Source: an optimization exercise on an open RTL-to-GDS flow (aim: small area, a short achievable clock period and few clock cycles per item). Production flows keep margins and buffers that such runs may drop. Only simulation tests tie the RTL to the original design; equivalence was not proved. Power is estimated from default activity; no workload was simulated.

==> build 26: inputs <==
Design credit_flow_control_table, start of the top module:
module credit_flow_control_table #(
    parameter int          PEERS      = cfct_pkg::PEERS_DEF,
    parameter int          VCS        = cfct_pkg::VCS_DEF
) (
    input  logic                              clk,
    input  logic                              rst_n,
    input  logic                              s_axis_tvalid,
    output logic                              s_axis_tready,
    input  logic [cfct_pkg::IN_DATA_W-1:0]    s_axis_tdata,
    input  logic [cfct_pkg::IN_USER_W-1:0]    s_axis_tuser,
    output logic                              m_axis_tvalid,
    input  logic                              m_axis_tready,
    output logic [cfct_pkg::OUT_DATA_W-1:0]   m_axis_tdata,
    input  logic                              cfg_valid,
    output logic                              cfg_ready,
    input  logic [cfct_pkg::CFG_IDX_W-1:0]    cfg_index,
    input  logic [cfct_pkg::CNT_W-1:0]        cfg_data
);
    localparam int N       = cfct_pkg::CNT_W;
    localparam int ENTRIES = 64;
    localparam int ENTRY_W = 2 * N + 1;
    localparam int SB_W    = cfct_pkg::KIND_W + cfct_pkg::PEER_W + cfct_pkg::VC_W;
    logic         link_enable_reg;
    logic         dynamic_mode_reg;
    logic [N-1:0] base_credit_reg;
    logic [N-1:0] divisor_reg;           
    logic [N-1:0] base_m1_reg;           
    logic [N+1:0] divisor3_reg;          
    logic [N-1:0] batch_size_reg;
    logic [N-1:0] initial_credits_reg;
    logic [2:0]   num_vcs_reg;
    assign cfg_ready = 1'b1;
    always_ff @(posedge clk or negedge rst_n)
    begin
        if (!rst_n)
        begin
            link_enable_reg     <= 1'b0;
            dynamic_mode_reg    <= 1'b1;
            base_credit_reg     <= cfct_pkg::RST_BASE_CREDIT;
            divisor_reg         <= cfct_pkg::RST_BYTES_PER_CR;
            batch_size_reg      <= cfct_pkg::RST_BATCH_SIZE;
            initial_credits_reg <= cfct_pkg::RST_INIT_CREDITS;
            num_vcs_reg         <= cfct_pkg::RST_NUM_VCS;
        end
        else if (cfg_valid)
        begin
            case (cfg_index)
  ...
Settings: LEC_CHECK=0, ABC_AREA=1, ABC_CLOCK_PERIOD_IN_PS=3000, CAP_MARGIN=20, CORE_MARGIN=2, CORE_UTILIZATION=56, CTS_CLUSTER_DIAMETER=80, CTS_CLUSTER_SIZE=24, SETUP_SLACK_MARGIN=5.0, SLEW_MARGIN=20; clock period 8.5 ns.
run.sh (not shown) runs the stock make flow with config.mk's settings and CLKGATE_MAP_FILE= SYNTH_SCRIPT=/design/flow/synth_recipe.tcl, a recipe that flattens the netlist after the stock synthesis.
==> build 72: changes against build 26 <==
--- a/flow/design.v
+++ b/flow/design.v
@@ -319,17 +319,16 @@
     localparam int N       = cfct_pkg::CNT_W;
     localparam int ENTRIES = 64;
     localparam int ENTRY_W = 2 * N + 1;
     localparam int SB_W    = cfct_pkg::KIND_W + cfct_pkg::PEER_W + cfct_pkg::VC_W;
     logic         link_enable_reg;
     logic         dynamic_mode_reg;
     logic [N-1:0] base_credit_reg;
     logic [N-1:0] divisor_reg;           
-    logic [N-1:0] base_m1_reg;           
     logic [N+1:0] divisor3_reg;          
     logic [N-1:0] batch_size_reg;
     logic [N-1:0] initial_credits_reg;
     logic [2:0]   num_vcs_reg;
     assign cfg_ready = 1'b1;
     always_ff @(posedge clk or negedge rst_n)
     begin
         if (!rst_n)
@@ -353,20 +352,16 @@
                 cfct_pkg::CFG_INIT_CREDITS: initial_credits_reg <= cfg_data;
                 cfct_pkg::CFG_NUM_VCS:      num_vcs_reg         <= cfg_data[2:0];
                 default: ;
             endcase
         end
     end
     always_ff @(posedge clk)
     begin
-        base_m1_reg <= (base_credit_reg == '0) ? '0 : base_credit_reg - 1'b1;
-    end
-    always_ff @(posedge clk)
-    begin
         divisor3_reg <= {2'b00, divisor_reg} + {1'b0, divisor_reg, 1'b0};
     end
     logic out_valid_reg;
     logic adv;
     assign adv = !out_valid_reg || m_axis_tready;
     logic         clear_reg;
     logic         ready_reg;
     logic         sk_valid;
@@ -461,41 +456,33 @@
     end
     logic [2:0]   r_kind;
     logic [3:0]   r_peer;
     logic [1:0]   r_vc;
     logic         r_rem_nz;
     logic [N-1:0] r_qc;
     logic [N-1:0] r_need;
     logic [N-1:0] r_q_m_base;
-    logic [N-1:0] r_q_m_base_m1;
-    logic         r_q_lt_base_m1;
     logic         r_q_lt_base;
     logic         r_qc_ge;
     logic [N-1:0] r_opnd;
     logic         r_sub;
     logic [2:0]   r_lim;
     logic [3:0]   r_lanes;
     logic [3:0]   r_wmask;
     assign {r_kind, r_vc, r_peer} = r_sb;
     assign r_rem_nz = (r_rem != '0);
     assign r_qc     = r_quo + N'(r_rem_nz);
     cfct_sub #(.W(N)) u_cmp_base (
         .a    (r_quo),
         .b    (base_credit_reg),
         .diff (r_q_m_base),
         .bout (r_q_lt_base)
     );
-    cfct_sub #(.W(N)) u_cmp_base_m1 (
-        .a    (r_quo),
-        .b    (base_m1_reg),
-        .diff (r_q_m_base_m1),
-        .bout (r_q_lt_base_m1)
-    );
-    assign r_qc_ge  = r_rem_nz ? !r_q_lt_base_m1 : !r_q_lt_base;
+    assign r_qc_ge  = !r_q_lt_base || (r_rem_nz && (&r_q_m_base));
     assign r_need   = (dynamic_mode_reg && r_qc_ge) ? r_qc : base_credit_reg;
     always_comb
     begin
         if (!r_kill)
             r_opnd = r_need;
         else if ((r_kind == cfct_pkg::KIND_ADD_PEER) && !r_rem_nz)
             r_opnd = initial_credits_reg;
         else
==> flow/config.mk (replaced) <==
export PLATFORM = sky130hd
export DESIGN_NAME = credit_flow_control_table
export DESIGN_NICKNAME = credit_flow_control_table
export VERILOG_FILES = /design/flow/design.v
export SDC_FILE = /design/flow/constraint.sdc
export NUM_CORES = 4
export LEC_CHECK = 0
export ABC_CLOCK_PERIOD_IN_PS = 3000
export CAP_MARGIN = 20
export CORE_MARGIN = 2
export CORE_UTILIZATION = 50
export CTS_CLUSTER_DIAMETER = 80
export CTS_CLUSTER_SIZE = 24
export SETUP_SLACK_MARGIN = 4.9
export SLEW_MARGIN = 20
==> trial 32: changes against build 26 <==
--- a/flow/design.v
+++ b/flow/design.v
@@ -529,17 +529,17 @@
                 mem[e] <= clear_reg ? '0 : w_data;
         end
     end
     logic               x_valid;
     logic [3:0]         x_wmask;
     logic               x_hit;
     logic [3:0]         x_peer;
     logic [ENTRY_W-1:0] x_rd;
-    logic [N-1:0]       x_opnd;          
+    logic [N-1:0]       x_opnd;
     logic               x_sub;
     logic               x_pkt;
     logic               x_ap;
     logic               x_ap_lane;
     logic               x_con;
     logic               x_chk;
     logic               x_ac;
     logic               x_amt_nz;
@@ -560,111 +560,167 @@
     end
     always_ff @(posedge clk)
     begin
         if (adv)
         begin
             x_hit     <= (x_peer == r_peer) && x_wmask[r_vc];
             x_peer    <= r_peer;
             x_rd      <= r_ent;
-            x_opnd    <= r_sub ? ~r_opnd : r_opnd;
+            x_opnd    <= r_opnd;
             x_sub     <= r_sub;
             x_pkt     <= !r_kill;
             x_ap      <= (r_kind == cfct_pkg::KIND_ADD_PEER);
             x_ap_lane <= r_lanes[r_vc];
             x_con     <= (r_kind == cfct_pkg::KIND_CONSUME);
             x_chk     <= (r_kind == cfct_pkg::KIND_CHECK);
             x_ac      <= (r_kind == cfct_pkg::KIND_ADD_CREDITS);
             x_amt_nz  <= r_rem_nz;
             x_rcv     <= (r_kind == cfct_pkg::KIND_RECEIVE) && link_enable_reg;
             x_ret     <= (r_kind == cfct_pkg::KIND_CREDIT_RET) && link_enable_reg;
         end
     end
-    logic [ENTRY_W-1:0] e_cur;
-    logic               e_live;
-    logic [N-1:0]       e_tx;
-    logic [N-1:0]       e_pend;
-    logic [N:0]         add_tx;
-    logic [N:0]         add_pend;
-    logic               grant;
-    logic               ret_go;
-    logic [N-1:0]       n_tx;
-    logic [N-1:0]       n_pend;
-    logic               n_live;
-    logic               o_ok;
-    assign e_cur = x_hit ? w_data : x_rd;
-    assign {e_live, e_tx, e_pend} = e_cur;
-    logic               pend_lt_batch;
-    logic [N-1:0]       pend_m_batch;
+    logic [ENTRY_W-1:0] xa_w;
+    logic [ENTRY_W-1:0] xb_w;
+    logic [3*N+1:0]     xa_o;
+    logic [3*N+1:0]     xb_o;
+    logic [ENTRY_W-1:0] n_ent;
+    logic [3*N+1:0]     n_out;
+    cfct_exec u_exec_rd (
+        .ent     (x_rd),
+        .opnd    (x_opnd),
+        .sub     (x_sub),
+        .ap      (x_ap),
+        .ap_lane (x_ap_lane),
+        .con     (x_con),
+        .chk     (x_chk),
+        .ac      (x_ac),
+        .amt_nz  (x_amt_nz),
+        .rcv     (x_rcv),
+        .ret     (x_ret),
+        .batch   (batch_size_reg),
+        .new_ent (xa_w),
+        .res     (xa_o)
+    );
+    cfct_exec u_exec_fwd (
+        .ent     (w_data),
+        .opnd    (x_opnd),
+        .sub     (x_sub),
+        .ap      (x_ap),
+        .ap_lane (x_ap_lane),
+        .con     (x_con),
+        .chk     (x_chk),
+        .ac      (x_ac),
+        .amt_nz  (x_amt_nz),
+        .rcv     (x_rcv),
+        .ret     (x_ret),
+        .batch   (batch_size_reg),
+        .new_ent (xb_w),
+        .res     (xb_o)
+    );
+    assign n_ent = x_hit ? xb_w : xa_w;
+    assign n_out = x_hit ? xb_o : xa_o;
+    logic [cfct_pkg::OUT_DATA_W-1:0] out_data_reg;
+    always_ff @(posedge clk or negedge rst_n)
+    begin
+        if (!rst_n)
+        begin
+            w_mask        <= '0;
+            out_valid_reg <= 1'b0;
+        end
+        else if (adv)
+        begin
+            w_mask        <= x_wmask;
+            out_valid_reg <= x_valid;
+        end
+    end
+    always_ff @(posedge clk)
+    begin
+        if (adv)
+        begin
+            w_peer       <= x_peer;
+            w_data       <= n_ent;
+            out_data_reg <= {{(cfct_pkg::OUT_DATA_W - cfct_pkg::OUT_SENT_LSB - N){1'b0}},
+                             n_out[3*N+1:1], x_pkt ? x_opnd : N'(0), n_out[0]};
+        end
+    end
+    assign m_axis_tvalid = out_valid_reg;
+    assign m_axis_tdata  = out_data_reg;
+endmodule
+module cfct_exec (
+    input  logic [2*cfct_pkg::CNT_W:0]   ent,
+    input  logic [cfct_pkg::CNT_W-1:0]   opnd,
+    input  logic                        sub,
+    input  logic                        ap,
+    input  logic                        ap_lane,
+    input  logic                        con,
+    input  logic                        chk,
+    input  logic                        ac,
+    input  logic                        amt_nz,
+    input  logic                        rcv,
+    input  logic                        ret,
+    input  logic [cfct_pkg::CNT_W-1:0]   batch,
+    output logic [2*cfct_pkg::CNT_W:0]   new_ent,
+    output logic [3*cfct_pkg::CNT_W+1:0] res
+);
+    localparam int N = cfct_pkg::CNT_W;
+    logic         e_live;
+    logic [N-1:0] e_tx;
+    logic [N-1:0] e_pend;
+    logic [N:0]   add_tx;
+    logic [N:0]   add_pend;
+    logic         pend_lt_batch;
+    logic [N-1:0] pend_m_batch;
+    logic         grant;
+    logic         ret_go;
+    logic [N-1:0] n_tx;
+    logic [N-1:0] n_pend;
+    logic         n_live;
+    assign {e_live, e_tx, e_pend} = ent;
     cfct_add #(.W(N)) u_add_tx (
         .a    (e_tx),
-        .b    (x_opnd),
-        .cin  (x_sub),
+        .b    (sub ? ~opnd : opnd),
+        .cin  (sub),
         .sum  (add_tx[N-1:0]),
         .cout (add_tx[N])
     );
     cfct_add #(.W(N)) u_add_pend (
         .a    (e_pend),
-        .b    (x_opnd),
+        .b    (opnd),
         .cin  (1'b0),
         .sum  (add_pend[N-1:0]),
         .cout (add_pend[N])
     );
     cfct_sub #(.W(N)) u_cmp_batch (
         .a    (e_pend),
-        .b    (batch_size_reg),
+        .b    (batch),
         .diff (pend_m_batch),
         .bout (pend_lt_batch)
     );
-    assign grant    = e_live && add_tx[N];
-    assign ret_go   = x_ret && !pend_lt_batch;
-    assign o_ok     = (x_con || x_chk) && grant;
+    assign grant  = e_live && add_tx[N];
+    assign ret_go = ret && !pend_lt_batch;
     always_comb
     begin
-        if (x_ap)
-            n_tx = x_opnd;
-        else if (x_con && grant)
+        if (ap)
+            n_tx = opnd;
+        else if (con && grant)
             n_tx = add_tx[N-1:0];
-        else if (x_ac)
+        else if (ac)
             n_tx = add_tx[N] ? {N{1'b1}} : add_tx[N-1:0];
         else
             n_tx = e_tx;
     end
     always_comb
     begin
-        if (x_ap || ret_go)
+        if (ap || ret_go)
             n_pend = '0;
-        else if (x_rcv)
+        else if (rcv)
             n_pend = add_pend[N] ? {N{1'b1}} : add_pend[N-1:0];
         else
             n_pend = e_pend;
     end
-    assign n_live = e_live || x_ap || (x_ac && x_amt_nz);
-    logic [cfct_pkg::OUT_DATA_W-1:0] out_data_reg;
-    always_ff @(posedge clk or negedge rst_n)
-    begin
-        if (!rst_n)
-        begin
-            w_mask        <= '0;
-            out_valid_reg <= 1'b0;
-        end
-        else if (adv)
-        begin
-            w_mask        <= x_wmask;
-            out_valid_reg <= x_valid;
-        end
-    end
-    always_ff @(posedge clk)
-    begin
-        if (adv)
-        begin
-            w_peer       <= x_peer;
-            w_data       <= {n_live, n_tx, n_pend};
-            out_data_reg <= {{(cfct_pkg::OUT_DATA_W - cfct_pkg::OUT_SENT_LSB - N){1'b0}},
-                             ret_go ? e_pend : N'(0), ret_go,
-                             (x_ap && !x_ap_lane) ? e_pend : n_pend,
-                             (x_ap && !x_ap_lane) ? e_tx : n_tx,
-                             !x_pkt ? N'(0) : x_sub ? ~x_opnd : x_opnd, o_ok};
-        end
-    end
-    assign m_axis_tvalid = out_valid_reg;
-    assign m_axis_tdata  = out_data_reg;
+    assign n_live  = e_live || ap || (ac && amt_nz);
+    assign new_ent = {n_live, n_tx, n_pend};
+    assign res     = {ret_go ? e_pend : N'(0), ret_go,
+                      (ap && !ap_lane) ? e_pend : n_pend,
+                      (ap && !ap_lane) ? e_tx : n_tx,
+                      (con || chk) && grant};
 endmodule
--- a/flow/config.mk
+++ b/flow/config.mk
@@ -4,13 +4,13 @@
 export VERILOG_FILES = /design/flow/design.v
 export SDC_FILE = /design/flow/constraint.sdc
 export NUM_CORES = 4
 export LEC_CHECK = 0
 export ABC_AREA = 1
 export ABC_CLOCK_PERIOD_IN_PS = 3000
 export CAP_MARGIN = 20
 export CORE_MARGIN = 2
-export CORE_UTILIZATION = 56
+export CORE_UTILIZATION = 50
 export CTS_CLUSTER_DIAMETER = 80
 export CTS_CLUSTER_SIZE = 24
 export SETUP_SLACK_MARGIN = 5.0
 export SLEW_MARGIN = 20
==> qor summary <==
metric                                                                   build 72        trial 32        build 26
Met2 layer usage reported by global route                                   54.9%           55.6%           57.1%
Reported clock group power                                                7820 µW         8240 µW         7860 µW
Power Dens Cells                                                       382 nW/µm²      384 nW/µm²      373 nW/µm²
Detailed Routing Iterations Pass 1                                              8               8               6
Post-cts resize count                                                         219              86              92
Worst setup slack after placement                                         3460 ps         3320 ps         3350 ps
Maximum number of pins on one net before global-route repair                  139             173             137
WP buf/inv                                                                      6               4               3
Fraction of standard cell area in multi-input logic                         24.3%           26.2%           25.3%
Sequential fraction of the synthesis area                                   72.5%           68.0%           69.3%
Number of cells after detailed placement                                    10200           12900           12200
Status                                                             finished clean  finished clean  finished clean
R2R cell count                                                                 19              11               8
Clock tree cell share of total cell area                                    3.41%           3.54%           3.36%
Average routed wire per standard cell                                     40.9 µm         34.4 µm         34.9 µm
Clock transition at path regs                                               90 ps          100 ps           90 ps
Number of antenna violations at the first check in global routing              20              28              24
Testbench counts of build 26, summed over its fixed seeds: cycles 8,320, requests 8,000.
Testbench counts of build 72, summed over its fixed seeds: cycles 8,320, requests 8,000.
Testbench counts of trial 32, summed over its fixed seeds: cycles 8,320, requests 8,000.

-- port drivers added, routing unchanged --
The flow's constraints put no driver on any port. The routed layouts listed below were extracted and timed again, unchanged, in two steps.
Step 1 sets driving cells, clkbuf_16 on the clock port and buf_2 on the other inputs (assumed; they add their load-dependent delay and slew).
Step 2 moves the port delays by t, midway between the first and last clock arrival at a register: inputs arrive t later, outputs are due t later. That takes back most of the time a late clock gives input paths.
Three values: ideal ports, drivers, drivers and shift; two values: the first two.
run | shift t [ns] | slack for setup (ns) | worst hold slack (ns) | worst register clock-pin slew, ns | pins driven straight from the clock port
build 26 | 0.960 | 4.953 / 4.950 / 4.139 | 0.355 / 0.355 / 0.355 | 0.10 / 0.10 | 1
build 72 | 0.954 | 4.638 / 4.638 / 4.173 | 0.362 / 0.362 / 0.362 | 0.11 / 0.11 | 1
trial 32 | 0.939 | 4.698 / 4.698 / 4.087 | 0.345 / 0.345 / 0.345 | 0.10 / 0.10 | 1
After both steps every run listed still meets setup and hold. The setup slack of build 26, which loses most, moves by -0.003 ns with the drivers and by -0.814 ns with both steps.
